This is an optimization exercise on Yosys and OpenROAD, whose aim is small area, a short achievable clock period and few clock cycles per item, not a production implementation.
RTL that was checked went through simulation tests only; none was proved equivalent to the original.
Function not checked in run 1: the RTL went through the layout flow alone.
Power and IR drop assume default switching activity.

==> flow/design.v (outline; a module is shown in full before it is edited, if it fits) <==
// module cbp_cfg: 134 lines
// module cbp_mul: 708 lines
// module cbp_addr: 547 lines
// module cbp_add32: 262 lines
// module color_bar_pattern_pixel_generator_unit: 238 lines
module color_bar_pattern_pixel_generator_unit
#(
    parameter int MAX_RESOLUTION = 2048
) (
    input  logic                  aclk,
    input  logic                  aresetn,
    input  logic                  cfg_valid,
    output logic                  cfg_ready,
    input  logic [CFG_IDX_W-1:0]  cfg_index,
    input  logic [CFG_DATA_W-1:0] cfg_data,
    input  logic                  s_axis_tvalid,
    output logic                  s_axis_tready,
    input  logic [S_TDATA_W-1:0]  s_axis_tdata,   
    output logic                  m_axis_tvalid,
    input  logic                  m_axis_tready,
    output logic [M_TDATA_W-1:0]  m_axis_tdata,   
    output logic [M_TUSER_W-1:0]  m_axis_tuser    
);
  // ...
==> flow/run.sh <==
#!/bin/bash
# synth_recipe.tcl (not shown) runs the flow's synth.tcl, then flattens the netlist and writes it again
# the make line also repeats each setting of config.mk as NAME=value (left out here)
make -C /OpenROAD-flow-scripts/flow DESIGN_CONFIG=/design/flow/config.mk WORK_HOME=/design/flow/orfs CLKGATE_MAP_FILE= SYNTH_SCRIPT=/design/flow/synth_recipe.tcl finish
==> flow/config.mk <==
export PLATFORM = sky130hd
export DESIGN_NAME = color_bar_pattern_pixel_generator_unit
export DESIGN_NICKNAME = color_bar_pattern_pixel_generator_unit
export VERILOG_FILES = /design/flow/design.v
export SDC_FILE = /design/flow/constraint.sdc
export NUM_CORES = 4
export LEC_CHECK = 0
export CAP_MARGIN = 20
export CORE_MARGIN = 2
export CORE_UTILIZATION = 40
export PLACE_DENSITY = 0.6
export SETUP_SLACK_MARGIN = 2.5
export SLEW_MARGIN = 20
==> flow/constraint.sdc <==
create_clock -name core_clock -period 8.0 [get_ports {aclk}]
set_input_delay 1.6000 -clock core_clock [delete_from_list [all_inputs] [get_ports {aclk}]]
set_output_delay 1.6000 -clock core_clock [all_outputs]
set_load 0.01 [all_outputs]
==> notes.md, run 1 <==
* Vias at 38690
* Die height at 343.8 um
* Grt met2 use at 38.17%
* Area grow syn2layout at 16.31%
* Syn_nets at 5768
* Simple-Gate Fraction of Synth Area at 14.31%
* Fill cells at 10850
* Post-DR vias/cell at 5.688
* GPL Wtd Cong at 1.007
* Final nets at 5961
* CP max-delay cell: edfxtp_1
* Critical path arrival at 6940 ps
* Most used cell, CP: o21ai_1
* Register area at 0.01314 mm^2
* Area of the core at 0.1143 mm^2
* Hold path start: s2_y_reg[9]
* Adder-cell area share of the yosys netlist at 21.40%
* Dpl ws at 1049 ps
* Reg2reg end: s3_dr_reg
* Mapped Cells at 5044
* Max-cap violations at 0
* Post-synthesis sequential element count at 504
* Top class by area: multi-input combinational cells
* Grt met3 use at 3.542%
* Total wire length at 147700 um
* Met1 GRT Util at 34.74%
* Fmax at 156.8 MHz
* Clk Latency, worst-skew pair at 720 ps
* CTS Sinks at 504
* Run status: finished clean
* Root buffer cell: clkbuf_16
* Seq_cells at 504
* Num ports at 125
* Critical path peak fanout at 5
* Delay-heaviest family, CP: compound AO/OA/AOI/OAI gates
* Leakage at 0.02366 uW
* DR WL/cell at 21.72 um
* R2r setup slk at 1620 ps
* # DRC at 0
* Clk power at 2920 uW
* Crit path from: u_cfg.dvdh_reg[1]
==> module cbp_cfg, before the edit <==
module cbp_cfg
#(
    parameter int MAX_RESOLUTION = 2048
) (
    input  logic                  aclk,
    input  logic                  aresetn,
    input  logic                  cfg_valid,
    output logic                  cfg_ready,
    input  logic [CFG_IDX_W-1:0]  cfg_index,
    input  logic [CFG_DATA_W-1:0] cfg_data,
    output logic                  ready,      
    output logic [RES_W-1:0]      rw,         
    output logic [RES_W-1:0]      rh,         
    output logic [14:0]           xlb,        
    output logic [16:0]           xlb3,       
    output logic [9:0]            step3,      
    output logic [3:0]            bytes,      
    output logic [GRID_W-1:0]     grid,
    output logic [COLOR_W-1:0]    first,
    output logic [STEP_W-1:0]     step,
    output logic                  indexed,
    output logic [BPP_W-1:0]      bpp,
    output logic [LAYOUT_W-1:0]   layout
);
    localparam int CNT_W = $clog2(RES_W + 1);
    logic [RES_W-1:0]    xl_reg;       
    logic [RES_W-1:0]    yl_reg;
    logic [GRID_W-1:0]   grid_reg;
    logic [COLOR_W-1:0]  first_reg;
    logic [STEP_W-1:0]   step_reg;
    logic                index_reg;
    logic [BPP_W-1:0]    bpp_reg;
    logic [LAYOUT_W-1:0] layout_reg;
    logic                pend_reg;
    logic                busy_reg;
    logic [CNT_W-1:0]    cnt_reg;
    logic [RES_W-1:0]    dvdw_reg;
    logic [RES_W-1:0]    dvdh_reg;
    logic [GRID_W-1:0]   remw_reg;
    logic [GRID_W-1:0]   remh_reg;
    logic [3:0]          bytes_reg;
    logic [14:0]         xlb_reg;
    logic [16:0]         xlb3_reg;
    logic [9:0]          step3_reg;
    logic                wr_reg;
    logic                cfg_wr;
    logic [RES_W-1:0]    res_lim;
    logic [GRID_W:0]     trial_w;
    logic [GRID_W:0]     trial_h;
    logic                ge_w;
    logic                ge_h;
    assign cfg_ready = 1'b1;
    assign cfg_wr    = cfg_valid;
    assign res_lim = (cfg_data[RES_W-1:0] > RES_W'(MAX_RESOLUTION)) ?
                     RES_W'(MAX_RESOLUTION) : cfg_data[RES_W-1:0];
    assign trial_w = {remw_reg, dvdw_reg[RES_W-1]};
    assign trial_h = {remh_reg, dvdh_reg[RES_W-1]};
    assign ge_w    = trial_w >= {1'b0, grid_reg};
    assign ge_h    = trial_h >= {1'b0, grid_reg};
    always_ff @(posedge aclk) begin
        if (!aresetn) begin
            xl_reg     <= X_RES_RST;
            yl_reg     <= Y_RES_RST;
            grid_reg   <= GRID_RST;
            first_reg  <= FIRST_RST;
            step_reg   <= STEP_RST;
            index_reg  <= INDEX_RST;
            bpp_reg    <= BPP_RST;
            layout_reg <= LAYOUT_RST;
            pend_reg   <= 1'b1;
            busy_reg   <= 1'b0;
            wr_reg     <= 1'b0;
        end else begin
            wr_reg   <= cfg_wr;
            if (pend_reg) begin
                pend_reg <= 1'b0;
                busy_reg <= 1'b1;
            end else if (busy_reg) begin
                busy_reg <= cnt_reg != CNT_W'(1);
            end
            if (cfg_wr) begin
                case (cfg_index)
                    4'd0: xl_reg     <= res_lim;
                    4'd1: yl_reg     <= res_lim;
                    4'd2: grid_reg   <= cfg_data[GRID_W-1:0];
                    4'd3: first_reg  <= cfg_data[COLOR_W-1:0];
                    4'd4: step_reg   <= cfg_data[STEP_W-1:0];
                    4'd5: index_reg  <= cfg_data[0];
                    4'd6: bpp_reg    <= cfg_data[BPP_W-1:0];
                    4'd7: layout_reg <= cfg_data[LAYOUT_W-1:0];
                    default: ;
                endcase
                if (cfg_index[3:2] == 2'b00 && cfg_index[1:0] != 2'b11) begin
                    pend_reg <= 1'b1;
                    busy_reg <= 1'b0;
                end
            end
        end
    end
    always_ff @(posedge aclk) begin
        if (pend_reg) begin
            cnt_reg  <= CNT_W'(RES_W);
            dvdw_reg <= xl_reg;
            dvdh_reg <= yl_reg;
            remw_reg <= '0;
            remh_reg <= '0;
        end else if (busy_reg) begin
            cnt_reg  <= cnt_reg - CNT_W'(1);
            dvdw_reg <= {dvdw_reg[RES_W-2:0], ge_w};
            dvdh_reg <= {dvdh_reg[RES_W-2:0], ge_h};
            remw_reg <= ge_w ? GRID_W'(trial_w - {1'b0, grid_reg}) : trial_w[GRID_W-1:0];
            remh_reg <= ge_h ? GRID_W'(trial_h - {1'b0, grid_reg}) : trial_h[GRID_W-1:0];
        end
    end
    always_ff @(posedge aclk) begin
        bytes_reg <= 4'(({1'b0, bpp_reg} + 7'd7) >> 3);
        xlb_reg   <= 15'(bytes_reg) * 15'(xl_reg);
        xlb3_reg  <= {2'b0, xlb_reg} + {1'b0, xlb_reg, 1'b0};
        step3_reg <= {2'b0, step_reg} + {1'b0, step_reg, 1'b0};
    end
    assign ready   = !pend_reg && !busy_reg && !wr_reg;
    assign rw      = dvdw_reg;
    assign rh      = dvdh_reg;
    assign xlb     = xlb_reg;
    assign xlb3    = xlb3_reg;
    assign step3   = step3_reg;
    assign bytes   = bytes_reg;
    assign grid    = grid_reg;
    assign first   = first_reg;
    assign step    = step_reg;
    assign indexed = index_reg;
    assign bpp     = bpp_reg;
    assign layout  = layout_reg;
endmodule
==> run 2: changes to the inputs <==
--- a/flow/design.v
+++ b/flow/design.v
@@ -36,4 +36,6 @@
     output logic [RES_W-1:0]      rw,         
     output logic [RES_W-1:0]      rh,         
+    output logic [RES_W+1:0]      rw3,        
+    output logic [RES_W+1:0]      rh3,        
     output logic [14:0]           xlb,        
     output logic [16:0]           xlb3,       
@@ -58,4 +60,5 @@
     logic                pend_reg;
     logic                busy_reg;
+    logic                idle_reg;
     logic [CNT_W-1:0]    cnt_reg;
     logic [RES_W-1:0]    dvdw_reg;
@@ -63,4 +66,6 @@
     logic [GRID_W-1:0]   remw_reg;
     logic [GRID_W-1:0]   remh_reg;
+    logic [RES_W+1:0]    rw3_reg;
+    logic [RES_W+1:0]    rh3_reg;
     logic [3:0]          bytes_reg;
     logic [14:0]         xlb_reg;
@@ -94,7 +99,9 @@
             pend_reg   <= 1'b1;
             busy_reg   <= 1'b0;
+            idle_reg   <= 1'b0;
             wr_reg     <= 1'b0;
         end else begin
             wr_reg   <= cfg_wr;
+            idle_reg <= !pend_reg && !busy_reg;
             if (pend_reg) begin
                 pend_reg <= 1'b0;
@@ -118,4 +125,5 @@
                     pend_reg <= 1'b1;
                     busy_reg <= 1'b0;
+                    idle_reg <= 1'b0;
                 end
             end
@@ -138,4 +146,6 @@
     end
     always_ff @(posedge aclk) begin
+        rw3_reg   <= {2'b0, dvdw_reg} + {1'b0, dvdw_reg, 1'b0};
+        rh3_reg   <= {2'b0, dvdh_reg} + {1'b0, dvdh_reg, 1'b0};
         bytes_reg <= 4'(({1'b0, bpp_reg} + 7'd7) >> 3);
         xlb_reg   <= 15'(bytes_reg) * 15'(xl_reg);
@@ -143,7 +153,9 @@
         step3_reg <= {2'b0, step_reg} + {1'b0, step_reg, 1'b0};
     end
-    assign ready   = !pend_reg && !busy_reg && !wr_reg;
+    assign ready   = !pend_reg && !busy_reg && idle_reg && !wr_reg;
     assign rw      = dvdw_reg;
     assign rh      = dvdh_reg;
+    assign rw3     = rw3_reg;
+    assign rh3     = rh3_reg;
     assign xlb     = xlb_reg;
     assign xlb3    = xlb3_reg;
@@ -165,6 +177,5 @@
     input logic [17:0] g3,
     output logic [15:0] pr,
-    output logic [15:0] pg,
-    output logic [23:0] sum
+    output logic [23:0] rg
 );
     wire d1 = col[0] & ~col[1];
@@ -532,336 +543,142 @@
     wire g363 = c228 & s229;
     wire p364 = c228 ^ s229;
-    wire pp365 = q95 & q94;
-    wire gg366 = g343 | (p344 & g341);
-    wire pp367 = p344 & p342;
-    wire pp368 = p346 & s175;
-    wire pp369 = p348 & s211;
-    wire gg370 = g351 | (p352 & g349);
-    wire pp371 = p352 & p350;
-    wire gg372 = g355 | (p356 & g353);
-    wire pp373 = p356 & p354;
-    wire gg374 = g359 | (p360 & g357);
-    wire pp375 = p360 & p358;
-    wire gg376 = g363 | (p364 & g361);
-    wire pp377 = p364 & p362;
-    wire pp378 = p342 & pp365;
-    wire pp379 = pp367 & pp365;
-    wire gg380 = 1'b0 | (s211 & g345);
-    wire pp381 = s211 & pp368;
-    wire gg382 = g347 | (pp369 & g345);
-    wire pp383 = pp369 & pp368;
-    wire gg384 = g353 | (p354 & gg370);
-    wire pp385 = p354 & pp371;
-    wire gg386 = gg372 | (pp373 & gg370);
-    wire pp387 = pp373 & pp371;
-    wire gg388 = g361 | (p362 & gg374);
-    wire pp389 = p362 & pp375;
-    wire gg390 = gg376 | (pp377 & gg374);
-    wire pp391 = pp377 & pp375;
-    wire gg392 = 1'b0 | (s175 & gg366);
-    wire pp393 = s175 & pp379;
-    wire gg394 = g345 | (pp368 & gg366);
-    wire pp395 = pp368 & pp379;
-    wire gg396 = gg380 | (pp381 & gg366);
-    wire pp397 = pp381 & pp379;
-    wire gg398 = gg382 | (pp383 & gg366);
-    wire pp399 = pp383 & pp379;
-    wire gg400 = g357 | (p358 & gg386);
-    wire pp401 = p358 & pp387;
-    wire gg402 = gg374 | (pp375 & gg386);
-    wire pp403 = pp375 & pp387;
-    wire gg404 = gg388 | (pp389 & gg386);
-    wire pp405 = pp389 & pp387;
-    wire gg406 = gg390 | (pp391 & gg386);
-    wire pp407 = pp391 & pp387;
-    wire gg408 = g349 | (p350 & gg398);
-    wire pp409 = p350 & pp399;
-    wire gg410 = gg370 | (pp371 & gg398);
-    wire pp411 = pp371 & pp399;
-    wire gg412 = gg384 | (pp385 & gg398);
-    wire pp413 = pp385 & pp399;
-    wire gg414 = gg386 | (pp387 & gg398);
-    wire pp415 = pp387 & pp399;
-    wire gg416 = gg400 | (pp401 & gg398);
-    wire pp417 = pp401 & pp399;
-    wire gg418 = gg402 | (pp403 & gg398);
-    wire pp419 = pp403 & pp399;
-    wire gg420 = gg404 | (pp405 & gg398);
-    wire pp421 = pp405 & pp399;
-    wire gg422 = gg406 | (pp407 & gg398);
-    wire pp423 = pp407 & pp399;
-    wire s424 = p344 ^ g341;
-    wire s425 = s175 ^ gg366;
-    wire s426 = p346 ^ gg392;
-    wire s427 = s211 ^ gg394;
-    wire s428 = p348 ^ gg396;
-    wire s429 = p350 ^ gg398;
-    wire s430 = p352 ^ gg408;
-    wire s431 = p354 ^ gg410;
-    wire s432 = p356 ^ gg412;
-    wire s433 = p358 ^ gg414;
-    wire s434 = p360 ^ gg416;
-    wire s435 = p362 ^ gg418;
-    wire s436 = p364 ^ gg420;
-    wire s437 = q6 ^ q17 ^ q96;
-    wire c438 = (q6 & q17) | (q6 & q96) | (q17 & q96);
-    wire s439 = q7 ^ q18 ^ q97;
-    wire c440 = (q7 & q18) | (q7 & q97) | (q18 & q97);
-    wire s441 = s53 ^ s175;
-    wire c442 = s53 & s175;
-    wire s443 = c54 ^ c176 ^ s55;
-    wire c444 = (c54 & c176) | (c54 & s55) | (c176 & s55);
-    wire s445 = s73 ^ s211;
-    wire c446 = s73 & s211;
-    wire s447 = c74 ^ c212 ^ s75;
-    wire c448 = (c74 & c212) | (c74 & s75) | (c212 & s75);
-    wire s449 = c76 ^ c214 ^ s77;
-    wire c450 = (c76 & c214) | (c76 & s77) | (c214 & s77);
-    wire s451 = c78 ^ c216 ^ s79;
-    wire c452 = (c78 & c216) | (c78 & s79) | (c216 & s79);
-    wire s453 = s81 ^ c80 ^ c218;
-    wire c454 = (s81 & c80) | (s81 & c218) | (c80 & c218);
-    wire s455 = c82 ^ s83 ^ c220;
-    wire c456 = (c82 & s83) | (c82 & c220) | (s83 & c220);
-    wire s457 = s85 ^ c84 ^ c222;
-    wire c458 = (s85 & c84) | (s85 & c222) | (c84 & c222);
-    wire s459 = c86 ^ s87 ^ c224;
-    wire c460 = (c86 & s87) | (c86 & c224) | (s87 & c224);
-    wire s461 = c88 ^ s89 ^ c226;
-    wire c462 = (c88 & s89) | (c88 & c226) | (s89 & c226);
-    wire s463 = q52 ^ c90 ^ c228;
-    wire c464 = (q52 & c90) | (q52 & c228) | (c90 & c228);
-    wire s465 = c230 ^ s231;
-    wire c466 = c230 & s231;
-    wire s467 = c232 ^ s233;
-    wire c468 = c232 & s233;
-    wire s469 = s235 ^ c234;
-    wire c470 = s235 & c234;
-    wire s471 = c236 ^ s237;
-    wire c472 = c236 & s237;
-    wire s473 = s239 ^ c238;
-    wire c474 = s239 & c238;
-    wire s475 = c240 ^ s241;
-    wire c476 = c240 & s241;
-    wire s477 = c242 ^ s243;
-    wire c478 = c242 & s243;
-    wire s479 = q174 ^ c244;
-    wire s480 = q116 ^ c438 ^ s439;
-    wire c481 = (q116 & c438) | (q116 & s439) | (c438 & s439);
-    wire s482 = c440 ^ s441;
-    wire c483 = c440 & s441;
-    wire s484 = s177 ^ c442 ^ s443;
-    wire c485 = (s177 & c442) | (s177 & s443) | (c442 & s443);
-    wire s486 = c444 ^ s445;
-    wire c487 = c444 & s445;
-    wire s488 = s213 ^ c446 ^ s447;
-    wire c489 = (s213 & c446) | (s213 & s447) | (c446 & s447);
-    wire s490 = s215 ^ c448 ^ s449;
-    wire c491 = (s215 & c448) | (s215 & s449) | (c448 & s449);
-    wire s492 = s217 ^ c450 ^ s451;
-    wire c493 = (s217 & c450) | (s217 & s451) | (c450 & s451);
-    wire s494 = s219 ^ c452 ^ s453;
-    wire c495 = (s219 & c452) | (s219 & s453) | (c452 & s453);
-    wire s496 = s221 ^ c454 ^ s455;
-    wire c497 = (s221 & c454) | (s221 & s455) | (c454 & s455);
-    wire s498 = s223 ^ c456 ^ s457;
-    wire c499 = (s223 & c456) | (s223 & s457) | (c456 & s457);
-    wire s500 = s225 ^ c458 ^ s459;
-    wire c501 = (s225 & c458) | (s225 & s459) | (c458 & s459);
-    wire s502 = s227 ^ c460 ^ s461;
-    wire c503 = (s227 & c460) | (s227 & s461) | (c460 & s461);
-    wire s504 = s229 ^ c462 ^ s463;
-    wire c505 = (s229 & c462) | (s229 & s463) | (c462 & s463);
-    wire s506 = c464 ^ s465;
-    wire c507 = c464 & s465;
-    wire s508 = c466 ^ s467;
-    wire c509 = c466 & s467;
-    wire s510 = s469 ^ c468;
-    wire c511 = s469 & c468;
-    wire s512 = c470 ^ s471;
-    wire c513 = c470 & s471;
-    wire s514 = c472 ^ s473;
-    wire c515 = c472 & s473;
-    wire s516 = s475 ^ c474;
-    wire c517 = s475 & c474;
-    wire s518 = c476 ^ s477;
-    wire c519 = c476 & s477;
-    wire s520 = c478 ^ s479;
-    wire g521 = q4 & q94;
-    wire p522 = q4 ^ q94;
-    wire g523 = q5 & q95;
-    wire p524 = q5 ^ q95;
-    wire g525 = q115 & s437;
-    wire p526 = q115 ^ s437;
-    wire g527 = c481 & s482;
-    wire p528 = c481 ^ s482;
-    wire g529 = c483 & s484;
-    wire p530 = c483 ^ s484;
-    wire g531 = c485 & s486;
-    wire p532 = c485 ^ s486;
-    wire g533 = c487 & s488;
-    wire p534 = c487 ^ s488;
-    wire g535 = c489 & s490;
-    wire p536 = c489 ^ s490;
-    wire g537 = c491 & s492;
-    wire p538 = c491 ^ s492;
-    wire g539 = c493 & s494;
-    wire p540 = c493 ^ s494;
-    wire g541 = c495 & s496;
-    wire p542 = c495 ^ s496;
-    wire g543 = c497 & s498;
-    wire p544 = c497 ^ s498;
-    wire g545 = c499 & s500;
-    wire p546 = c499 ^ s500;
-    wire g547 = c501 & s502;
-    wire p548 = c501 ^ s502;
-    wire g549 = c503 & s504;
-    wire p550 = c503 ^ s504;
-    wire g551 = c505 & s506;
-    wire p552 = c505 ^ s506;
-    wire g553 = c507 & s508;
-    wire p554 = c507 ^ s508;
-    wire g555 = c509 & s510;
-    wire p556 = c509 ^ s510;
-    wire g557 = c511 & s512;
-    wire p558 = c511 ^ s512;
-    wire g559 = c513 & s514;
-    wire p560 = c513 ^ s514;
-    wire g561 = c515 & s516;
-    wire p562 = c515 ^ s516;
-    wire g563 = c517 & s518;
-    wire p564 = c517 ^ s518;
-    wire g565 = c519 & s520;
-    wire p566 = c519 ^ s520;
-    wire gg567 = g523 | (p524 & g521);
-    wire pp568 = p524 & p522;
-    wire gg569 = 1'b0 | (s480 & g525);
-    wire pp570 = s480 & p526;
-    wire gg571 = g529 | (p530 & g527);
-    wire pp572 = p530 & p528;
-    wire gg573 = g533 | (p534 & g531);
-    wire pp574 = p534 & p532;
-    wire gg575 = g537 | (p538 & g535);
-    wire pp576 = p538 & p536;
-    wire gg577 = g541 | (p542 & g539);
-    wire pp578 = p542 & p540;
-    wire gg579 = g545 | (p546 & g543);
-    wire pp580 = p546 & p544;
-    wire gg581 = g549 | (p550 & g547);
-    wire pp582 = p550 & p548;
-    wire gg583 = g553 | (p554 & g551);
-    wire pp584 = p554 & p552;
-    wire gg585 = g557 | (p558 & g555);
-    wire pp586 = p558 & p556;
-    wire gg587 = g561 | (p562 & g559);
-    wire pp588 = p562 & p560;
-    wire gg589 = g565 | (p566 & g563);
-    wire pp590 = p566 & p564;
-    wire gg591 = g525 | (p526 & gg567);
-    wire pp592 = p526 & pp568;
-    wire gg593 = gg569 | (pp570 & gg567);
-    wire pp594 = pp570 & pp568;
-    wire gg595 = g531 | (p532 & gg571);
-    wire pp596 = p532 & pp572;
-    wire gg597 = gg573 | (pp574 & gg571);
-    wire pp598 = pp574 & pp572;
-    wire gg599 = g539 | (p540 & gg575);
-    wire pp600 = p540 & pp576;
-    wire gg601 = gg577 | (pp578 & gg575);
-    wire pp602 = pp578 & pp576;
-    wire gg603 = g547 | (p548 & gg579);
-    wire pp604 = p548 & pp580;
-    wire gg605 = gg581 | (pp582 & gg579);
-    wire pp606 = pp582 & pp580;
-    wire gg607 = g555 | (p556 & gg583);
-    wire pp608 = p556 & pp584;
-    wire gg609 = gg585 | (pp586 & gg583);
-    wire pp610 = pp586 & pp584;
-    wire gg611 = g563 | (p564 & gg587);
-    wire pp612 = p564 & pp588;
-    wire gg613 = gg589 | (pp590 & gg587);
-    wire pp614 = pp590 & pp588;
-    wire gg615 = g527 | (p528 & gg593);
-    wire pp616 = p528 & pp594;
-    wire gg617 = gg571 | (pp572 & gg593);
-    wire pp618 = pp572 & pp594;
-    wire gg619 = gg595 | (pp596 & gg593);
-    wire pp620 = pp596 & pp594;
-    wire gg621 = gg597 | (pp598 & gg593);
-    wire pp622 = pp598 & pp594;
-    wire gg623 = g543 | (p544 & gg601);
-    wire pp624 = p544 & pp602;
-    wire gg625 = gg579 | (pp580 & gg601);
-    wire pp626 = pp580 & pp602;
-    wire gg627 = gg603 | (pp604 & gg601);
-    wire pp628 = pp604 & pp602;
-    wire gg629 = gg605 | (pp606 & gg601);
-    wire pp630 = pp606 & pp602;
-    wire gg631 = g559 | (p560 & gg609);
-    wire pp632 = p560 & pp610;
-    wire gg633 = gg587 | (pp588 & gg609);
-    wire pp634 = pp588 & pp610;
-    wire gg635 = gg611 | (pp612 & gg609);
-    wire pp636 = pp612 & pp610;
-    wire gg637 = gg613 | (pp614 & gg609);
-    wire pp638 = pp614 & pp610;
-    wire gg639 = g535 | (p536 & gg621);
-    wire pp640 = p536 & pp622;
-    wire gg641 = gg575 | (pp576 & gg621);
-    wire pp642 = pp576 & pp622;
-    wire gg643 = gg599 | (pp600 & gg621);
-    wire pp644 = pp600 & pp622;
-    wire gg645 = gg601 | (pp602 & gg621);
-    wire pp646 = pp602 & pp622;
-    wire gg647 = gg623 | (pp624 & gg621);
-    wire pp648 = pp624 & pp622;
-    wire gg649 = gg625 | (pp626 & gg621);
-    wire pp650 = pp626 & pp622;
-    wire gg651 = gg627 | (pp628 & gg621);
-    wire pp652 = pp628 & pp622;
-    wire gg653 = gg629 | (pp630 & gg621);
-    wire pp654 = pp630 & pp622;
-    wire gg655 = g551 | (p552 & gg653);
-    wire pp656 = p552 & pp654;
-    wire gg657 = gg583 | (pp584 & gg653);
-    wire pp658 = pp584 & pp654;
-    wire gg659 = gg607 | (pp608 & gg653);
-    wire pp660 = pp608 & pp654;
-    wire gg661 = gg609 | (pp610 & gg653);
-    wire pp662 = pp610 & pp654;
-    wire gg663 = gg631 | (pp632 & gg653);
-    wire pp664 = pp632 & pp654;
-    wire gg665 = gg633 | (pp634 & gg653);
-    wire pp666 = pp634 & pp654;
-    wire gg667 = gg635 | (pp636 & gg653);
-    wire pp668 = pp636 & pp654;
-    wire gg669 = gg637 | (pp638 & gg653);
-    wire pp670 = pp638 & pp654;
-    wire s671 = p524 ^ g521;
-    wire s672 = p526 ^ gg567;
-    wire s673 = s480 ^ gg591;
-    wire s674 = p528 ^ gg593;
-    wire s675 = p530 ^ gg615;
-    wire s676 = p532 ^ gg617;
-    wire s677 = p534 ^ gg619;
-    wire s678 = p536 ^ gg621;
-    wire s679 = p538 ^ gg639;
-    wire s680 = p540 ^ gg641;
-    wire s681 = p542 ^ gg643;
-    wire s682 = p544 ^ gg645;
-    wire s683 = p546 ^ gg647;
-    wire s684 = p548 ^ gg649;
-    wire s685 = p550 ^ gg651;
-    wire s686 = p552 ^ gg653;
-    wire s687 = p554 ^ gg655;
-    wire s688 = p556 ^ gg657;
-    wire s689 = p558 ^ gg659;
-    wire s690 = p560 ^ gg661;
-    wire s691 = p562 ^ gg663;
-    wire s692 = p564 ^ gg665;
-    wire s693 = p566 ^ gg667;
+    wire g365 = c230 & s231;
+    wire p366 = c230 ^ s231;
+    wire g367 = c232 & s233;
+    wire p368 = c232 ^ s233;
+    wire g369 = c234 & s235;
+    wire p370 = c234 ^ s235;
+    wire g371 = c236 & s237;
+    wire p372 = c236 ^ s237;
+    wire g373 = c238 & s239;
+    wire p374 = c238 ^ s239;
+    wire g375 = c240 & s241;
+    wire p376 = c240 ^ s241;
+    wire g377 = c242 & s243;
+    wire p378 = c242 ^ s243;
+    wire g379 = c244 & q174;
+    wire p380 = c244 ^ q174;
+    wire pp381 = q95 & q94;
+    wire gg382 = g343 | (p344 & g341);
+    wire pp383 = p344 & p342;
+    wire pp384 = p346 & s175;
+    wire pp385 = p348 & s211;
+    wire gg386 = g351 | (p352 & g349);
+    wire pp387 = p352 & p350;
+    wire gg388 = g355 | (p356 & g353);
+    wire pp389 = p356 & p354;
+    wire gg390 = g359 | (p360 & g357);
+    wire pp391 = p360 & p358;
+    wire gg392 = g363 | (p364 & g361);
+    wire pp393 = p364 & p362;
+    wire gg394 = g367 | (p368 & g365);
+    wire pp395 = p368 & p366;
+    wire gg396 = g371 | (p372 & g369);
+    wire pp397 = p372 & p370;
+    wire gg398 = g375 | (p376 & g373);
+    wire pp399 = p376 & p374;
+    wire gg400 = g379 | (p380 & g377);
+    wire pp401 = p380 & p378;
+    wire pp402 = p342 & pp381;
+    wire pp403 = pp383 & pp381;
+    wire gg404 = 1'b0 | (s211 & g345);
+    wire pp405 = s211 & pp384;
+    wire gg406 = g347 | (pp385 & g345);
+    wire pp407 = pp385 & pp384;
+    wire gg408 = g353 | (p354 & gg386);
+    wire pp409 = p354 & pp387;
+    wire gg410 = gg388 | (pp389 & gg386);
+    wire pp411 = pp389 & pp387;
+    wire gg412 = g361 | (p362 & gg390);
+    wire pp413 = p362 & pp391;
+    wire gg414 = gg392 | (pp393 & gg390);
+    wire pp415 = pp393 & pp391;
+    wire gg416 = g369 | (p370 & gg394);
+    wire pp417 = p370 & pp395;
+    wire gg418 = gg396 | (pp397 & gg394);
+    wire pp419 = pp397 & pp395;
+    wire gg420 = g377 | (p378 & gg398);
+    wire pp421 = p378 & pp399;
+    wire gg422 = gg400 | (pp401 & gg398);
+    wire pp423 = pp401 & pp399;
+    wire gg424 = 1'b0 | (s175 & gg382);
+    wire pp425 = s175 & pp403;
+    wire gg426 = g345 | (pp384 & gg382);
+    wire pp427 = pp384 & pp403;
+    wire gg428 = gg404 | (pp405 & gg382);
+    wire pp429 = pp405 & pp403;
+    wire gg430 = gg406 | (pp407 & gg382);
+    wire pp431 = pp407 & pp403;
+    wire gg432 = g357 | (p358 & gg410);
+    wire pp433 = p358 & pp411;
+    wire gg434 = gg390 | (pp391 & gg410);
+    wire pp435 = pp391 & pp411;
+    wire gg436 = gg412 | (pp413 & gg410);
+    wire pp437 = pp413 & pp411;
+    wire gg438 = gg414 | (pp415 & gg410);
+    wire pp439 = pp415 & pp411;
+    wire gg440 = g373 | (p374 & gg418);
+    wire pp441 = p374 & pp419;
+    wire gg442 = gg398 | (pp399 & gg418);
+    wire pp443 = pp399 & pp419;
+    wire gg444 = gg420 | (pp421 & gg418);
+    wire pp445 = pp421 & pp419;
+    wire gg446 = gg422 | (pp423 & gg418);
+    wire pp447 = pp423 & pp419;
+    wire gg448 = g349 | (p350 & gg430);
+    wire pp449 = p350 & pp431;
+    wire gg450 = gg386 | (pp387 & gg430);
+    wire pp451 = pp387 & pp431;
+    wire gg452 = gg408 | (pp409 & gg430);
+    wire pp453 = pp409 & pp431;
+    wire gg454 = gg410 | (pp411 & gg430);
+    wire pp455 = pp411 & pp431;
+    wire gg456 = gg432 | (pp433 & gg430);
+    wire pp457 = pp433 & pp431;
+    wire gg458 = gg434 | (pp435 & gg430);
+    wire pp459 = pp435 & pp431;
+    wire gg460 = gg436 | (pp437 & gg430);
+    wire pp461 = pp437 & pp431;
+    wire gg462 = gg438 | (pp439 & gg430);
+    wire pp463 = pp439 & pp431;
+    wire gg464 = g365 | (p366 & gg462);
+    wire pp465 = p366 & pp463;
+    wire gg466 = gg394 | (pp395 & gg462);
+    wire pp467 = pp395 & pp463;
+    wire gg468 = gg416 | (pp417 & gg462);
+    wire pp469 = pp417 & pp463;
+    wire gg470 = gg418 | (pp419 & gg462);
+    wire pp471 = pp419 & pp463;
+    wire gg472 = gg440 | (pp441 & gg462);
+    wire pp473 = pp441 & pp463;
+    wire gg474 = gg442 | (pp443 & gg462);
+    wire pp475 = pp443 & pp463;
+    wire gg476 = gg444 | (pp445 & gg462);
+    wire pp477 = pp445 & pp463;
+    wire gg478 = gg446 | (pp447 & gg462);
+    wire pp479 = pp447 & pp463;
+    wire s480 = p344 ^ g341;
+    wire s481 = s175 ^ gg382;
+    wire s482 = p346 ^ gg424;
+    wire s483 = s211 ^ gg426;
+    wire s484 = p348 ^ gg428;
+    wire s485 = p350 ^ gg430;
+    wire s486 = p352 ^ gg448;
+    wire s487 = p354 ^ gg450;
+    wire s488 = p356 ^ gg452;
+    wire s489 = p358 ^ gg454;
+    wire s490 = p360 ^ gg456;
+    wire s491 = p362 ^ gg458;
+    wire s492 = p364 ^ gg460;
+    wire s493 = p366 ^ gg462;
+    wire s494 = p368 ^ gg464;
+    wire s495 = p370 ^ gg466;
+    wire s496 = p372 ^ gg468;
+    wire s497 = p374 ^ gg470;
+    wire s498 = p376 ^ gg472;
+    wire s499 = p378 ^ gg474;
+    wire s500 = p380 ^ gg476;
     assign pr = {s340, s339, s338, s337, s336, s335, s334, s333, s332, s331, s330, s329, s328, p246, q5, q4};
-    assign pg = {s436, s435, s434, s433, s432, s431, s430, s429, s428, s427, s426, s425, s424, p342, q95, q94};
-    assign sum = {s693, s692, s691, s690, s689, s688, s687, s686, s685, s684, s683, s682, s681, s680, s679, s678, s677, s676, s675, s674, s673, s672, s671, p522};
+    assign rg = {s500, s499, s498, s497, s496, s495, s494, s493, s492, s491, s490, s489, s488, s487, s486, s485, s484, s483, s482, s481, s480, p342, q95, q94};
 endmodule
 module cbp_addr (
@@ -1674,4 +1491,326 @@
     assign s = {s255, s254, s253, s252, s251, s250, s249, s248, s247, s246, s245, s244, s243, s242, s241, s240, s239, s238, s237, s236, s235, s234, s233, s232, s231, s230, s229, s228, s227, s226, s225, p2};
 endmodule
+module cbp_add3 (
+    input logic [31:0] a,
+    input logic [31:0] b,
+    input logic [31:0] c,
+    output logic [31:0] s
+);
+    wire s1 = a[0] ^ b[0] ^ c[0];
+    wire c2 = (a[0] & b[0]) | (a[0] & c[0]) | (b[0] & c[0]);
+    wire s3 = a[1] ^ b[1] ^ c[1];
+    wire c4 = (a[1] & b[1]) | (a[1] & c[1]) | (b[1] & c[1]);
+    wire s5 = a[2] ^ b[2] ^ c[2];
+    wire c6 = (a[2] & b[2]) | (a[2] & c[2]) | (b[2] & c[2]);
+    wire s7 = a[3] ^ b[3] ^ c[3];
+    wire c8 = (a[3] & b[3]) | (a[3] & c[3]) | (b[3] & c[3]);
+    wire s9 = a[4] ^ b[4] ^ c[4];
+    wire c10 = (a[4] & b[4]) | (a[4] & c[4]) | (b[4] & c[4]);
+    wire s11 = a[5] ^ b[5] ^ c[5];
+    wire c12 = (a[5] & b[5]) | (a[5] & c[5]) | (b[5] & c[5]);
+    wire s13 = a[6] ^ b[6] ^ c[6];
+    wire c14 = (a[6] & b[6]) | (a[6] & c[6]) | (b[6] & c[6]);
+    wire s15 = a[7] ^ b[7] ^ c[7];
+    wire c16 = (a[7] & b[7]) | (a[7] & c[7]) | (b[7] & c[7]);
+    wire s17 = a[8] ^ b[8] ^ c[8];
+    wire c18 = (a[8] & b[8]) | (a[8] & c[8]) | (b[8] & c[8]);
+    wire s19 = a[9] ^ b[9] ^ c[9];
+    wire c20 = (a[9] & b[9]) | (a[9] & c[9]) | (b[9] & c[9]);
+    wire s21 = a[10] ^ b[10] ^ c[10];
+    wire c22 = (a[10] & b[10]) | (a[10] & c[10]) | (b[10] & c[10]);
+    wire s23 = a[11] ^ b[11] ^ c[11];
+    wire c24 = (a[11] & b[11]) | (a[11] & c[11]) | (b[11] & c[11]);
+    wire s25 = a[12] ^ b[12] ^ c[12];
+    wire c26 = (a[12] & b[12]) | (a[12] & c[12]) | (b[12] & c[12]);
+    wire s27 = a[13] ^ b[13] ^ c[13];
+    wire c28 = (a[13] & b[13]) | (a[13] & c[13]) | (b[13] & c[13]);
+    wire s29 = a[14] ^ b[14] ^ c[14];
+    wire c30 = (a[14] & b[14]) | (a[14] & c[14]) | (b[14] & c[14]);
+    wire s31 = a[15] ^ b[15] ^ c[15];
+    wire c32 = (a[15] & b[15]) | (a[15] & c[15]) | (b[15] & c[15]);
+    wire s33 = a[16] ^ b[16] ^ c[16];
+    wire c34 = (a[16] & b[16]) | (a[16] & c[16]) | (b[16] & c[16]);
+    wire s35 = a[17] ^ b[17] ^ c[17];
+    wire c36 = (a[17] & b[17]) | (a[17] & c[17]) | (b[17] & c[17]);
+    wire s37 = a[18] ^ b[18] ^ c[18];
+    wire c38 = (a[18] & b[18]) | (a[18] & c[18]) | (b[18] & c[18]);
+    wire s39 = a[19] ^ b[19] ^ c[19];
+    wire c40 = (a[19] & b[19]) | (a[19] & c[19]) | (b[19] & c[19]);
+    wire s41 = a[20] ^ b[20] ^ c[20];
+    wire c42 = (a[20] & b[20]) | (a[20] & c[20]) | (b[20] & c[20]);
+    wire s43 = a[21] ^ b[21] ^ c[21];
+    wire c44 = (a[21] & b[21]) | (a[21] & c[21]) | (b[21] & c[21]);
+    wire s45 = a[22] ^ b[22] ^ c[22];
+    wire c46 = (a[22] & b[22]) | (a[22] & c[22]) | (b[22] & c[22]);
+    wire s47 = a[23] ^ b[23] ^ c[23];
+    wire c48 = (a[23] & b[23]) | (a[23] & c[23]) | (b[23] & c[23]);
+    wire s49 = a[24] ^ b[24] ^ c[24];
+    wire c50 = (a[24] & b[24]) | (a[24] & c[24]) | (b[24] & c[24]);
+    wire s51 = a[25] ^ b[25] ^ c[25];
+    wire c52 = (a[25] & b[25]) | (a[25] & c[25]) | (b[25] & c[25]);
+    wire s53 = a[26] ^ b[26] ^ c[26];
+    wire c54 = (a[26] & b[26]) | (a[26] & c[26]) | (b[26] & c[26]);
+    wire s55 = a[27] ^ b[27] ^ c[27];
+    wire c56 = (a[27] & b[27]) | (a[27] & c[27]) | (b[27] & c[27]);
+    wire s57 = a[28] ^ b[28] ^ c[28];
+    wire c58 = (a[28] & b[28]) | (a[28] & c[28]) | (b[28] & c[28]);
+    wire s59 = a[29] ^ b[29] ^ c[29];
+    wire c60 = (a[29] & b[29]) | (a[29] & c[29]) | (b[29] & c[29]);
+    wire s61 = a[30] ^ b[30] ^ c[30];
+    wire c62 = (a[30] & b[30]) | (a[30] & c[30]) | (b[30] & c[30]);
+    wire s63 = a[31] ^ b[31] ^ c[31];
+    wire g64 = c2 & s3;
+    wire p65 = c2 ^ s3;
+    wire g66 = c4 & s5;
+    wire p67 = c4 ^ s5;
+    wire g68 = c6 & s7;
+    wire p69 = c6 ^ s7;
+    wire g70 = c8 & s9;
+    wire p71 = c8 ^ s9;
+    wire g72 = c10 & s11;
+    wire p73 = c10 ^ s11;
+    wire g74 = c12 & s13;
+    wire p75 = c12 ^ s13;
+    wire g76 = c14 & s15;
+    wire p77 = c14 ^ s15;
+    wire g78 = c16 & s17;
+    wire p79 = c16 ^ s17;
+    wire g80 = c18 & s19;
+    wire p81 = c18 ^ s19;
+    wire g82 = c20 & s21;
+    wire p83 = c20 ^ s21;
+    wire g84 = c22 & s23;
+    wire p85 = c22 ^ s23;
+    wire g86 = c24 & s25;
+    wire p87 = c24 ^ s25;
+    wire g88 = c26 & s27;
+    wire p89 = c26 ^ s27;
+    wire g90 = c28 & s29;
+    wire p91 = c28 ^ s29;
+    wire g92 = c30 & s31;
+    wire p93 = c30 ^ s31;
+    wire g94 = c32 & s33;
+    wire p95 = c32 ^ s33;
+    wire g96 = c34 & s35;
+    wire p97 = c34 ^ s35;
+    wire g98 = c36 & s37;
+    wire p99 = c36 ^ s37;
+    wire g100 = c38 & s39;
+    wire p101 = c38 ^ s39;
+    wire g102 = c40 & s41;
+    wire p103 = c40 ^ s41;
+    wire g104 = c42 & s43;
+    wire p105 = c42 ^ s43;
+    wire g106 = c44 & s45;
+    wire p107 = c44 ^ s45;
+    wire g108 = c46 & s47;
+    wire p109 = c46 ^ s47;
+    wire g110 = c48 & s49;
+    wire p111 = c48 ^ s49;
+    wire g112 = c50 & s51;
+    wire p113 = c50 ^ s51;
+    wire g114 = c52 & s53;
+    wire p115 = c52 ^ s53;
+    wire g116 = c54 & s55;
+    wire p117 = c54 ^ s55;
+    wire g118 = c56 & s57;
+    wire p119 = c56 ^ s57;
+    wire g120 = c58 & s59;
+    wire p121 = c58 ^ s59;
+    wire g122 = c60 & s61;
+    wire p123 = c60 ^ s61;
+    wire g124 = c62 & s63;
+    wire p125 = c62 ^ s63;
+    wire pp126 = p65 & s1;
+    wire gg127 = g68 | (p69 & g66);
+    wire pp128 = p69 & p67;
+    wire gg129 = g72 | (p73 & g70);
+    wire pp130 = p73 & p71;
+    wire gg131 = g76 | (p77 & g74);
+    wire pp132 = p77 & p75;
+    wire gg133 = g80 | (p81 & g78);
+    wire pp134 = p81 & p79;
+    wire gg135 = g84 | (p85 & g82);
+    wire pp136 = p85 & p83;
+    wire gg137 = g88 | (p89 & g86);
+    wire pp138 = p89 & p87;
+    wire gg139 = g92 | (p93 & g90);
+    wire pp140 = p93 & p91;
+    wire gg141 = g96 | (p97 & g94);
+    wire pp142 = p97 & p95;
+    wire gg143 = g100 | (p101 & g98);
+    wire pp144 = p101 & p99;
+    wire gg145 = g104 | (p105 & g102);
+    wire pp146 = p105 & p103;
+    wire gg147 = g108 | (p109 & g106);
+    wire pp148 = p109 & p107;
+    wire gg149 = g112 | (p113 & g110);
+    wire pp150 = p113 & p111;
+    wire gg151 = g116 | (p117 & g114);
+    wire pp152 = p117 & p115;
+    wire gg153 = g120 | (p121 & g118);
+    wire pp154 = p121 & p119;
+    wire gg155 = g124 | (p125 & g122);
+    wire pp156 = p125 & p123;
+    wire gg157 = g66 | (p67 & g64);
+    wire pp158 = p67 & pp126;
+    wire gg159 = gg127 | (pp128 & g64);
+    wire pp160 = pp128 & pp126;
+    wire gg161 = g74 | (p75 & gg129);
+    wire pp162 = p75 & pp130;
+    wire gg163 = gg131 | (pp132 & gg129);
+    wire pp164 = pp132 & pp130;
+    wire gg165 = g82 | (p83 & gg133);
+    wire pp166 = p83 & pp134;
+    wire gg167 = gg135 | (pp136 & gg133);
+    wire pp168 = pp136 & pp134;
+    wire gg169 = g90 | (p91 & gg137);
+    wire pp170 = p91 & pp138;
+    wire gg171 = gg139 | (pp140 & gg137);
+    wire pp172 = pp140 & pp138;
+    wire gg173 = g98 | (p99 & gg141);
+    wire pp174 = p99 & pp142;
+    wire gg175 = gg143 | (pp144 & gg141);
+    wire pp176 = pp144 & pp142;
+    wire gg177 = g106 | (p107 & gg145);
+    wire pp178 = p107 & pp146;
+    wire gg179 = gg147 | (pp148 & gg145);
+    wire pp180 = pp148 & pp146;
+    wire gg181 = g114 | (p115 & gg149);
+    wire pp182 = p115 & pp150;
+    wire gg183 = gg151 | (pp152 & gg149);
+    wire pp184 = pp152 & pp150;
+    wire gg185 = g122 | (p123 & gg153);
+    wire pp186 = p123 & pp154;
+    wire gg187 = gg155 | (pp156 & gg153);
+    wire pp188 = pp156 & pp154;
+    wire gg189 = g70 | (p71 & gg159);
+    wire pp190 = p71 & pp160;
+    wire gg191 = gg129 | (pp130 & gg159);
+    wire pp192 = pp130 & pp160;
+    wire gg193 = gg161 | (pp162 & gg159);
+    wire pp194 = pp162 & pp160;
+    wire gg195 = gg163 | (pp164 & gg159);
+    wire pp196 = pp164 & pp160;
+    wire gg197 = g86 | (p87 & gg167);
+    wire pp198 = p87 & pp168;
+    wire gg199 = gg137 | (pp138 & gg167);
+    wire pp200 = pp138 & pp168;
+    wire gg201 = gg169 | (pp170 & gg167);
+    wire pp202 = pp170 & pp168;
+    wire gg203 = gg171 | (pp172 & gg167);
+    wire pp204 = pp172 & pp168;
+    wire gg205 = g102 | (p103 & gg175);
+    wire pp206 = p103 & pp176;
+    wire gg207 = gg145 | (pp146 & gg175);
+    wire pp208 = pp146 & pp176;
+    wire gg209 = gg177 | (pp178 & gg175);
+    wire pp210 = pp178 & pp176;
+    wire gg211 = gg179 | (pp180 & gg175);
+    wire pp212 = pp180 & pp176;
+    wire gg213 = g118 | (p119 & gg183);
+    wire pp214 = p119 & pp184;
+    wire gg215 = gg153 | (pp154 & gg183);
+    wire pp216 = pp154 & pp184;
+    wire gg217 = gg185 | (pp186 & gg183);
+    wire pp218 = pp186 & pp184;
+    wire gg219 = gg187 | (pp188 & gg183);
+    wire pp220 = pp188 & pp184;
+    wire gg221 = g78 | (p79 & gg195);
+    wire pp222 = p79 & pp196;
+    wire gg223 = gg133 | (pp134 & gg195);
+    wire pp224 = pp134 & pp196;
+    wire gg225 = gg165 | (pp166 & gg195);
+    wire pp226 = pp166 & pp196;
+    wire gg227 = gg167 | (pp168 & gg195);
+    wire pp228 = pp168 & pp196;
+    wire gg229 = gg197 | (pp198 & gg195);
+    wire pp230 = pp198 & pp196;
+    wire gg231 = gg199 | (pp200 & gg195);
+    wire pp232 = pp200 & pp196;
+    wire gg233 = gg201 | (pp202 & gg195);
+    wire pp234 = pp202 & pp196;
+    wire gg235 = gg203 | (pp204 & gg195);
+    wire pp236 = pp204 & pp196;
+    wire gg237 = g110 | (p111 & gg211);
+    wire pp238 = p111 & pp212;
+    wire gg239 = gg149 | (pp150 & gg211);
+    wire pp240 = pp150 & pp212;
+    wire gg241 = gg181 | (pp182 & gg211);
+    wire pp242 = pp182 & pp212;
+    wire gg243 = gg183 | (pp184 & gg211);
+    wire pp244 = pp184 & pp212;
+    wire gg245 = gg213 | (pp214 & gg211);
+    wire pp246 = pp214 & pp212;
+    wire gg247 = gg215 | (pp216 & gg211);
+    wire pp248 = pp216 & pp212;
+    wire gg249 = gg217 | (pp218 & gg211);
+    wire pp250 = pp218 & pp212;
+    wire gg251 = gg219 | (pp220 & gg211);
+    wire pp252 = pp220 & pp212;
+    wire gg253 = g94 | (p95 & gg235);
+    wire pp254 = p95 & pp236;
+    wire gg255 = gg141 | (pp142 & gg235);
+    wire pp256 = pp142 & pp236;
+    wire gg257 = gg173 | (pp174 & gg235);
+    wire pp258 = pp174 & pp236;
+    wire gg259 = gg175 | (pp176 & gg235);
+    wire pp260 = pp176 & pp236;
+    wire gg261 = gg205 | (pp206 & gg235);
+    wire pp262 = pp206 & pp236;
+    wire gg263 = gg207 | (pp208 & gg235);
+    wire pp264 = pp208 & pp236;
+    wire gg265 = gg209 | (pp210 & gg235);
+    wire pp266 = pp210 & pp236;
+    wire gg267 = gg211 | (pp212 & gg235);
+    wire pp268 = pp212 & pp236;
+    wire gg269 = gg237 | (pp238 & gg235);
+    wire pp270 = pp238 & pp236;
+    wire gg271 = gg239 | (pp240 & gg235);
+    wire pp272 = pp240 & pp236;
+    wire gg273 = gg241 | (pp242 & gg235);
+    wire pp274 = pp242 & pp236;
+    wire gg275 = gg243 | (pp244 & gg235);
+    wire pp276 = pp244 & pp236;
+    wire gg277 = gg245 | (pp246 & gg235);
+    wire pp278 = pp246 & pp236;
+    wire gg279 = gg247 | (pp248 & gg235);
+    wire pp280 = pp248 & pp236;
+    wire gg281 = gg249 | (pp250 & gg235);
+    wire pp282 = pp250 & pp236;
+    wire gg283 = gg251 | (pp252 & gg235);
+    wire pp284 = pp252 & pp236;
+    wire s285 = p67 ^ g64;
+    wire s286 = p69 ^ gg157;
+    wire s287 = p71 ^ gg159;
+    wire s288 = p73 ^ gg189;
+    wire s289 = p75 ^ gg191;
+    wire s290 = p77 ^ gg193;
+    wire s291 = p79 ^ gg195;
+    wire s292 = p81 ^ gg221;
+    wire s293 = p83 ^ gg223;
+    wire s294 = p85 ^ gg225;
+    wire s295 = p87 ^ gg227;
+    wire s296 = p89 ^ gg229;
+    wire s297 = p91 ^ gg231;
+    wire s298 = p93 ^ gg233;
+    wire s299 = p95 ^ gg235;
+    wire s300 = p97 ^ gg253;
+    wire s301 = p99 ^ gg255;
+    wire s302 = p101 ^ gg257;
+    wire s303 = p103 ^ gg259;
+    wire s304 = p105 ^ gg261;
+    wire s305 = p107 ^ gg263;
+    wire s306 = p109 ^ gg265;
+    wire s307 = p111 ^ gg267;
+    wire s308 = p113 ^ gg269;
+    wire s309 = p115 ^ gg271;
+    wire s310 = p117 ^ gg273;
+    wire s311 = p119 ^ gg275;
+    wire s312 = p121 ^ gg277;
+    wire s313 = p123 ^ gg279;
+    wire s314 = p125 ^ gg281;
+    assign s = {s314, s313, s312, s311, s310, s309, s308, s307, s306, s305, s304, s303, s302, s301, s300, s299, s298, s297, s296, s295, s294, s293, s292, s291, s290, s289, s288, s287, s286, s285, p65, s1};
+endmodule
 import cbp_pkg::*;
 module color_bar_pattern_pixel_generator_unit
@@ -1695,4 +1834,5 @@
     logic              cfg_ok;
     logic [RES_W-1:0]  rw, rh;
+    logic [RES_W+1:0]  rw3, rh3;
     logic [14:0]       xlb;
     logic [16:0]       xlb3;
@@ -1717,4 +1857,6 @@
         .rw        (rw),
         .rh        (rh),
+        .rw3       (rw3),
+        .rh3       (rh3),
         .xlb       (xlb),
         .xlb3      (xlb3),
@@ -1734,16 +1876,26 @@
     assign s_axis_tready = cfg_ok && en;
     assign accept        = s_axis_tvalid && s_axis_tready;
-    function automatic logic [11:0] div2(input logic [10:0] r, input logic [11:0] d,
-                                         input int s);
-        logic [23:0] m;
-        logic [11:0] u;
-        m = 24'(d) << s;
-        u = {1'b0, r} - {1'b0, m[10:0]};
-        if (!u[11] && (m[23:11] == '0)) div2 = {1'b1, u[10:0]};
-        else                            div2 = {1'b0, r};
+    function automatic logic [12:0] div4(input logic [10:0] r, input logic [11:0] d,
+                                         input logic [13:0] d3, input int s);
+        logic [24:0] m1, m2, m3;
+        logic [11:0] u1, u2, u3;
+        logic        g1, g2, g3;
+        m1 = 25'(d) << s;
+        m2 = 25'(d) << (s + 1);
+        m3 = 25'(d3) << s;
+        u1 = {1'b0, r} - {1'b0, m1[10:0]};
+        u2 = {1'b0, r} - {1'b0, m2[10:0]};
+        u3 = {1'b0, r} - {1'b0, m3[10:0]};
+        g1 = !u1[11] && (m1[24:11] == '0);
+        g2 = !u2[11] && (m2[24:11] == '0);
+        g3 = !u3[11] && (m3[24:11] == '0);
+        if (g3)      div4 = {2'd3, u3[10:0]};
+        else if (g2) div4 = {2'd2, u2[10:0]};
+        else if (g1) div4 = {2'd1, u1[10:0]};
+        else         div4 = {2'd0, r};
     endfunction
     logic [PIX_W-1:0] in_x, in_y;
     logic             in_drawn;
-    logic [11:0]      sx7, sy7, sx6, sy6;
+    logic [12:0]      sx7, sy7, sx5, sy5;
     assign in_x     = s_axis_tdata[PIX_W-1:0];
     assign in_y     = s_axis_tdata[2*PIX_W-1:PIX_W];
@@ -1752,11 +1904,12 @@
     endfunction
     assign in_drawn = !over(in_x, rw) && !over(in_y, rh);
-    assign sx7      = div2(in_x, rw, 7);
-    assign sy7      = div2(in_y, rh, 7);
-    assign sx6      = div2(sx7[10:0], rw, 6);
-    assign sy6      = div2(sy7[10:0], rh, 6);
+    assign sx7      = div4(in_x, rw, rw3, 6);
+    assign sy7      = div4(in_y, rh, rh3, 6);
+    assign sx5      = div4(sx7[10:0], rw, rw3, 4);
+    assign sy5      = div4(sy7[10:0], rh, rh3, 4);
     logic             s1_v_reg, s1_dr_reg;
-    logic [PIX_W-1:0] s1_x_reg, s1_y_reg, s1_rx_reg, s1_ry_reg;
-    logic [1:0]       s1_qx_reg, s1_qy_reg;
+    logic [PIX_W-1:0] s1_x_reg, s1_y_reg;
+    logic [PIX_W-1:4] s1_rx_reg, s1_ry_reg;    
+    logic [3:0]       s1_qx_reg, s1_qy_reg;
     always_ff @(posedge aclk) begin
         if (!aresetn) s1_v_reg <= 1'b0;
@@ -1768,20 +1921,18 @@
             s1_x_reg  <= in_x;
             s1_y_reg  <= in_y;
-            s1_rx_reg <= sx6[10:0];
-            s1_ry_reg <= sy6[10:0];
-            s1_qx_reg <= {sx7[11], sx6[11]};
-            s1_qy_reg <= {sy7[11], sy6[11]};
+            s1_rx_reg <= sx5[10:4];
+            s1_ry_reg <= sy5[10:4];
+            s1_qx_reg <= {sx7[12:11], sx5[12:11]};
+            s1_qy_reg <= {sy7[12:11], sy5[12:11]};
         end
     end
-    logic [11:0] sx5, sy5, sx4, sy4, sx3, sy3;
-    assign sx5 = div2(s1_rx_reg, rw, 5);
-    assign sy5 = div2(s1_ry_reg, rh, 5);
-    assign sx4 = div2(sx5[10:0], rw, 4);
-    assign sy4 = div2(sy5[10:0], rh, 4);
-    assign sx3 = div2(sx4[10:0], rw, 3);
-    assign sy3 = div2(sy4[10:0], rh, 3);
+    logic [12:0] sx3, sy3, sx1, sy1;
+    assign sx3 = div4({s1_rx_reg, s1_x_reg[3:0]}, rw, rw3, 2);
+    assign sy3 = div4({s1_ry_reg, s1_y_reg[3:0]}, rh, rh3, 2);
+    assign sx1 = div4(sx3[10:0], rw, rw3, 0);
+    assign sy1 = div4(sy3[10:0], rh, rh3, 0);
     logic             s2_v_reg, s2_dr_reg;
-    logic [PIX_W-1:0] s2_x_reg, s2_y_reg, s2_rx_reg, s2_ry_reg;
-    logic [4:0]       s2_qx_reg, s2_qy_reg;
+    logic [PIX_W-1:0] s2_x_reg, s2_y_reg;
+    logic [7:0]       s2_col_reg, s2_row_reg;
     always_ff @(posedge aclk) begin
         if (!aresetn) s2_v_reg <= 1'b0;
@@ -1790,46 +1941,19 @@
     always_ff @(posedge aclk) begin
         if (en) begin
-            s2_dr_reg <= s1_dr_reg;
-            s2_x_reg  <= s1_x_reg;
-            s2_y_reg  <= s1_y_reg;
-            s2_rx_reg <= sx3[10:0];
-            s2_ry_reg <= sy3[10:0];
-            s2_qx_reg <= {s1_qx_reg, sx5[11], sx4[11], sx3[11]};
-            s2_qy_reg <= {s1_qy_reg, sy5[11], sy4[11], sy3[11]};
-        end
-    end
-    logic [11:0] sx2, sy2, sx1, sy1, sx0, sy0;
-    logic [7:0]  col, row;
-    assign sx2 = div2(s2_rx_reg, rw, 2);
-    assign sy2 = div2(s2_ry_reg, rh, 2);
-    assign sx1 = div2(sx2[10:0], rw, 1);
-    assign sy1 = div2(sy2[10:0], rh, 1);
-    assign sx0 = div2(sx1[10:0], rw, 0);
-    assign sy0 = div2(sy1[10:0], rh, 0);
-    assign col = {s2_qx_reg, sx2[11], sx1[11], sx0[11]};
-    assign row = {s2_qy_reg, sy2[11], sy1[11], sy0[11]};
-    logic             s3_v_reg, s3_dr_reg;
-    logic [PIX_W-1:0] s3_x_reg, s3_y_reg;
-    logic [7:0]       s3_col_reg, s3_row_reg;
-    always_ff @(posedge aclk) begin
-        if (!aresetn) s3_v_reg <= 1'b0;
-        else if (en)  s3_v_reg <= s2_v_reg;
-    end
-    always_ff @(posedge aclk) begin
-        if (en) begin
-            s3_dr_reg  <= s2_dr_reg && (col < grid) && (row < grid);
-            s3_x_reg   <= s2_x_reg;
-            s3_y_reg   <= s2_y_reg;
-            s3_col_reg <= s2_v_reg ? col : grid;
-            s3_row_reg <= row;
+            s2_dr_reg  <= s1_dr_reg && ({s1_qx_reg, sx3[12:11], sx1[12:11]} < grid) &&
+                          ({s1_qy_reg, sy3[12:11], sy1[12:11]} < grid);
+            s2_x_reg   <= s1_x_reg;
+            s2_y_reg   <= s1_y_reg;
+            s2_col_reg <= s1_v_reg ? {s1_qx_reg, sx3[12:11], sx1[12:11]} : grid;
+            s2_row_reg <= {s1_qy_reg, sy3[12:11], sy1[12:11]};
         end
     end
     logic [15:0] gmul_reg;    
     logic [17:0] gmul3_reg;   
-    logic [15:0] pr, pg;
-    logic [23:0] sum, addr;
+    logic [15:0] pr;
+    logic [23:0] rg, addr;
     cbp_mul u_mul (
-        .col  (s3_col_reg),
-        .row  (s3_row_reg),
+        .col  (s2_col_reg),
+        .row  (s2_row_reg),
         .step (step),
         .step3(step3),
@@ -1837,10 +1961,9 @@
         .g3   (gmul3_reg),
         .pr   (pr),
-        .pg   (pg),
-        .sum  (sum)
+        .rg   (rg)
     );
     cbp_addr u_addr (
-        .x     (s3_x_reg),
-        .y     (s3_y_reg),
+        .x     (s2_x_reg),
+        .y     (s2_y_reg),
         .xlb   (xlb),
         .xlb3  (xlb3),
@@ -1849,50 +1972,54 @@
     );
     always_ff @(posedge aclk) begin
-        if (en && !s3_v_reg) gmul_reg <= indexed ? pr : 16'(step);
+        if (en && !s2_v_reg) gmul_reg <= indexed ? pr : 16'(step);
         gmul3_reg <= {2'b0, gmul_reg} + {1'b0, gmul_reg, 1'b0};
     end
-    logic        s4_v_reg, s4_dr_reg;
-    logic [15:0] s4_pr_reg, s4_pg_reg;
-    logic [23:0] s4_sum_reg, s4_addr_reg;
+    logic        s3_v_reg, s3_dr_reg;
+    logic [15:0] s3_pr_reg;
+    logic [23:0] s3_rg_reg, s3_addr_reg;
     always_ff @(posedge aclk) begin
-        if (!aresetn) s4_v_reg <= 1'b0;
-        else if (en)  s4_v_reg <= s3_v_reg;
+        if (!aresetn) s3_v_reg <= 1'b0;
+        else if (en)  s3_v_reg <= s2_v_reg;
     end
     always_ff @(posedge aclk) begin
         if (en) begin
-            s4_dr_reg   <= s3_dr_reg;
-            s4_pr_reg   <= pr;
-            s4_pg_reg   <= pg;
-            s4_sum_reg  <= sum;
-            s4_addr_reg <= addr;
+            s3_dr_reg   <= s2_dr_reg;
+            s3_pr_reg   <= pr;
+            s3_rg_reg   <= rg;
+            s3_addr_reg <= addr;
         end
     end
-    function automatic logic [31:0] fmask(input logic [4:0] pos, input logic [4:0] size,
-                                          input logic [5:0] lim);
-        logic [5:0] top;
-        top = {1'b0, pos} + {1'b0, size};
-        for (int i = 0; i < 32; i++) begin
-            fmask[i] = (5'(i) >= pos) && (6'(i) < top) && (6'(i) < lim);
+    function automatic logic [63:0] th6(input logic [5:0] v);
+        logic [63:0] t;
+        t    = '0;
+        t[0] = v[0];
+        for (int k = 1; k < 6; k++) begin
+            for (int i = (1 << (k + 1)) - 1; i >= 0; i--) begin
+                if (i >= (1 << k)) t[i] = v[k] & t[i - (1 << k)];
+                else               t[i] = v[k] | t[i];
+            end
         end
+        th6 = t;
+    endfunction
+    function automatic logic [31:0] fmask(input logic [4:0] pos, input logic [4:0] size);
+        logic [63:0] lo, hi;
+        lo    = th6({1'b0, pos});
+        hi    = th6({1'b0, pos} + {1'b0, size});
+        fmask = ~lo[31:0] & hi[31:0];
     endfunction
-    logic [31:0] mbpp, mr, mg, mb;
+    logic [31:0] mr, mg, mb;
     logic [4:0]  posb;
-    always_comb begin
-        for (int i = 0; i < 32; i++) begin
-            mbpp[i] = 6'(i) < bpp;
-        end
-    end
-    assign mr   = indexed ? 32'b0 : fmask(layout[4:0], layout[9:5], bpp);
-    assign mg   = indexed ? 32'b0 : fmask(layout[14:10], layout[19:15], bpp);
-    assign mb   = indexed ? mbpp : fmask(layout[24:20], layout[29:25], bpp);
+    assign mr   = indexed ? 32'b0 : fmask(layout[4:0], layout[9:5]);
+    assign mg   = indexed ? 32'b0 : fmask(layout[14:10], layout[19:15]);
+    assign mb   = indexed ? 32'hFFFF_FFFF : fmask(layout[24:20], layout[29:25]);
     assign posb = indexed ? 5'd0 : layout[24:20];
     logic [31:0] cr, cg, cb, color, ar, ag, ab;
-    cbp_add32 u_ar (.a(first), .b(32'(s4_pr_reg) << layout[4:0]),   .s(ar));
-    cbp_add32 u_ag (.a(first), .b(32'(s4_pg_reg) << layout[14:10]), .s(ag));
-    cbp_add32 u_ab (.a(first), .b(32'(s4_sum_reg) << posb),         .s(ab));
+    cbp_add32 u_ar (.a(first), .b(32'(s3_pr_reg) << layout[4:0]),   .s(ar));
+    cbp_add32 u_ag (.a(first), .b(32'(s3_rg_reg[15:0]) << layout[14:10]), .s(ag));
+    cbp_add3  u_ab (.a(first), .b(32'(s3_pr_reg) << posb), .c(32'(s3_rg_reg) << posb), .s(ab));
     assign cr    = ar & mr;
     assign cg    = ag & mg;
     assign cb    = ab & mb;
-    assign color = (cr | cg | cb) & {32{s4_dr_reg}};
+    assign color = cr | cg | cb;
     logic              o_dr_reg;
     logic [31:0]       o_color_reg;
@@ -1900,15 +2027,17 @@
     always_ff @(posedge aclk) begin
         if (!aresetn) out_v_reg <= 1'b0;
-        else if (en)  out_v_reg <= s4_v_reg;
+        else if (en)  out_v_reg <= s3_v_reg;
     end
     always_ff @(posedge aclk) begin
         if (en) begin
-            o_dr_reg    <= s4_dr_reg;
+            o_dr_reg    <= s3_dr_reg;
             o_color_reg <= color;
-            o_addr_reg  <= s4_addr_reg & {ADDR_W{s4_dr_reg}};
+            o_addr_reg  <= s3_addr_reg;
         end
     end
+    logic [63:0] tbpp;
+    assign tbpp          = th6(bpp);
     assign m_axis_tvalid = out_v_reg;
-    assign m_axis_tdata  = {o_addr_reg, o_color_reg};
+    assign m_axis_tdata  = {o_addr_reg & {ADDR_W{o_dr_reg}}, o_color_reg & tbpp[31:0] & {32{o_dr_reg}}};
     assign m_axis_tuser  = o_dr_reg;
 endmodule
--- a/flow/config.mk
+++ b/flow/config.mk
@@ -6,4 +6,5 @@
 export NUM_CORES = 4
 export LEC_CHECK = 0
+export ABC_AREA = 1
 export CAP_MARGIN = 20
 export CORE_MARGIN = 2
==> run 2 against run 1 <==
Against the previous run:
- flip-flop and latch count is 29 lower
- synthesized cell count is 29% higher
- wire length is 15% higher
- register-to-register slack better by 1000 ps
- utilization is 2.7 points lower
- hold slack worse by 3.1 ps
- synthesized area is 4.0% higher
- still clean on timing, DRC and antenna
- combinational power is 48% higher
- via count is 18% higher
- first-iteration DRC count is 40% higher
==> notes.md, run 2 <==
* Final instance area at 0.05291 mm^2
* Leakage at 0.02541 uW (+7.4%)
* Buffers on Ports at 121
* CTS Sinks at 475 (-5.8%)
* H-tree Lvls at 2
* Crit path from: u_cfg.layout_reg[20]
* Slew Limit Fails at 0
* Final period util at 67.21%
* Count leader, synth: nand2_1
* Num ports at 125 (unchanged)
* Post-synthesis sequential element count at 475 (-5.8%)
* Initial antenna violation count at 0
* CP max-delay cell: o21ai_1
* Post-route minimum period at 5376 ps
* Post-Syn Area at 0.04801 mm^2
* Met1 GRT Util at 37.53% (+2.8 points)
* GPL Wtd Cong at 1.004 (-0.37%)
* Num rows at 127
* Final nets at 7373 (+24%)
* Power Density at 180.8 mW/mm^2
* Crit Path Category: register to register
* Dpl ws at 1679 ps (+630.1 ps)
* Register area at 0.01198 mm^2 (-8.9%)
* Area of the multi-input gates at 0.03175 mm^2
* Clock slew at the register clock pins of the worst setup and hold paths at 70 ps
* # DRC at 0 (unchanged)
* Die height at 350.4 um (+1.9%)
* DR WL/cell at 20.67 um (-4.9%)
* Delay-heaviest family, CP: compound AO/OA/AOI/OAI gates
* Initial Util at 40.18%
* Remaining antenna violation count at 0
* Number of global-route vias before repair at 42590
* Vias at 45650 (+18%)
* Synth area leaders: edfxtp_1 (15%), ha_1 (13%), nand2_1 (11%), dfxtp_1 (9.5%), fa_1 (9.5%)
* Critical path peak fanout at 66 (+61)
* Area grow syn2layout at 10.22%
* Critical path arrival at 5750 ps (-1190 ps)
* Final setup margin at 2624 ps
* Layout Utilization at 44.28%
* FF-to-FF Start: u_cfg.layout_reg[20]
* CP peak stage delay at 590 ps
* Post-DR vias/cell at 5.545 (-2.5%)
* Max-cap violations at 0 (unchanged)
* Setup-failing EPs final at 0
* Grt met3 use at 3.579% (+0.036 points)
* Synth area leader: edfxtp_1
* Mapped Cells at 6510 (+29%)
* Hold path start: s1_x_reg[5]
* Syn_nets at 7313 (+27%)
* Clk Latency, worst-skew pair at 680 ps (-40 ps)
* Crit end category: register
* Area of the core at 0.1195 mm^2 (+4.5%)
* DP HPWL at 136600 um
* Grt met2 use at 43.35% (+5.2 points)
* Fill cells at 12390 (+14%)
* Placed cell areas at 0.05083 mm^2
* Post-synth ARST share at 0%
* Most frequent cells in the layout: nand2_1 (1417), inv_1 (928), a21oi_1 (573)
* Largest net degree at the start of global routing at 75
* Count of cell types in the netlist at 75
* Post-synth EDFFs at 246
* Total wire length at 170100 um (+15%)
* Run status: finished clean
* Hold WC Path Type: register to register
* Top cells by count, synth: nand2_1 (1422), inv_1 (934), a21oi_1 (575), ha_1 (511), nor2_1 (484)
* Clock buffer depth at 3
* Fmax at 186.0 MHz (+19%)
* Buffer and inverter count on the worst path at 1
* Most used cell, CP: o21ai_1
* Root buffer cell: clkbuf_16
* Num CTS Buffers at 56
## run 2: area by class of cell
type                       instances  share of cell area (%)
timing repair buffer             181                   3.180
timing repair inverter             1                0.009458
clock inverter                    27                  0.4516
tap                             1612                   3.812
antenna                            2                0.009458
clock buffer                      79                   3.076
inverter                         956                   6.827
multi-input combinational       4899                   59.99
sequential                       475                   22.64
## run 2: worst reg2reg max path, stage by stage, from the launching register on
cell and delay [ps]:
dfxtp_2 500, nand2_8 290, o21ai_1 640, mux2i_1 290, o21ai_1 240, o21ai_1 150
nor2_1 160, fa_1 440, ha_1 330, nand2_1 80, o21ai_1 370, a21oi_1 150
nand2_2 280, inv_1 110, fa_1 560, a21oi_1 40, nand2_1 220, o221ai_1 230
## run 2: repair_timing
action	CTS	global route
gates cloned	0	1
pin swaps	0	1
buffers inserted	0	9
setup endpoints to repair	11	39
hold buffers	0	0
gates resized for setup	9	34
## run 2: worst paths after layout
check,endpoint,slack [ps],cells past startpoint
worst min register to register,s2_x_reg[5],410,0
worst max-delay path,o_color_reg[16],2620,17
worst min-delay path,s2_x_reg[5],410,0
worst max register to register,o_color_reg[16],2620,17
## run 2: per-layer routing
layer / share of wire [%] / up-vias
met3: 7.0 / 310
li1: - / 21940
met1: 44 / 21580
met2: 44 / 1814
met4: 4.2 / 0
met5: 0 / -
## run 2: cells by family after synthesis
logic type | after synthesis | synth area share, %
AO/OA/AOI/OAI | 1503 | 17.95
buffers and inverters | 1136 | 9.166
other | 1 | 0.007811
AND/OR/NAND/NOR | 2415 | 20.65
multiplexers | 14 | 0.3179
flip-flops | 475 | 24.94
adder cells (fa/ha/maj) | 738 | 22.78
XOR/XNOR | 228 | 4.191
## run 2: stage by stage
stage               power [uW]  instances
CTS                       9577       8220
floorplan                 5816       6510
global route             10240       8230
global placement          6890       8114
finish                    9567       8232
detailed placement        6937       8114
## run 2: power by group
part           switching (uW)  total (uW)  internal, uW
clock                    1130        2600          1470
sequential                247        3150          2900
combinational            2410        3820          1410
Testbench counts of run 2, summed over its fixed seeds: cycles 32,672, items 32,000.
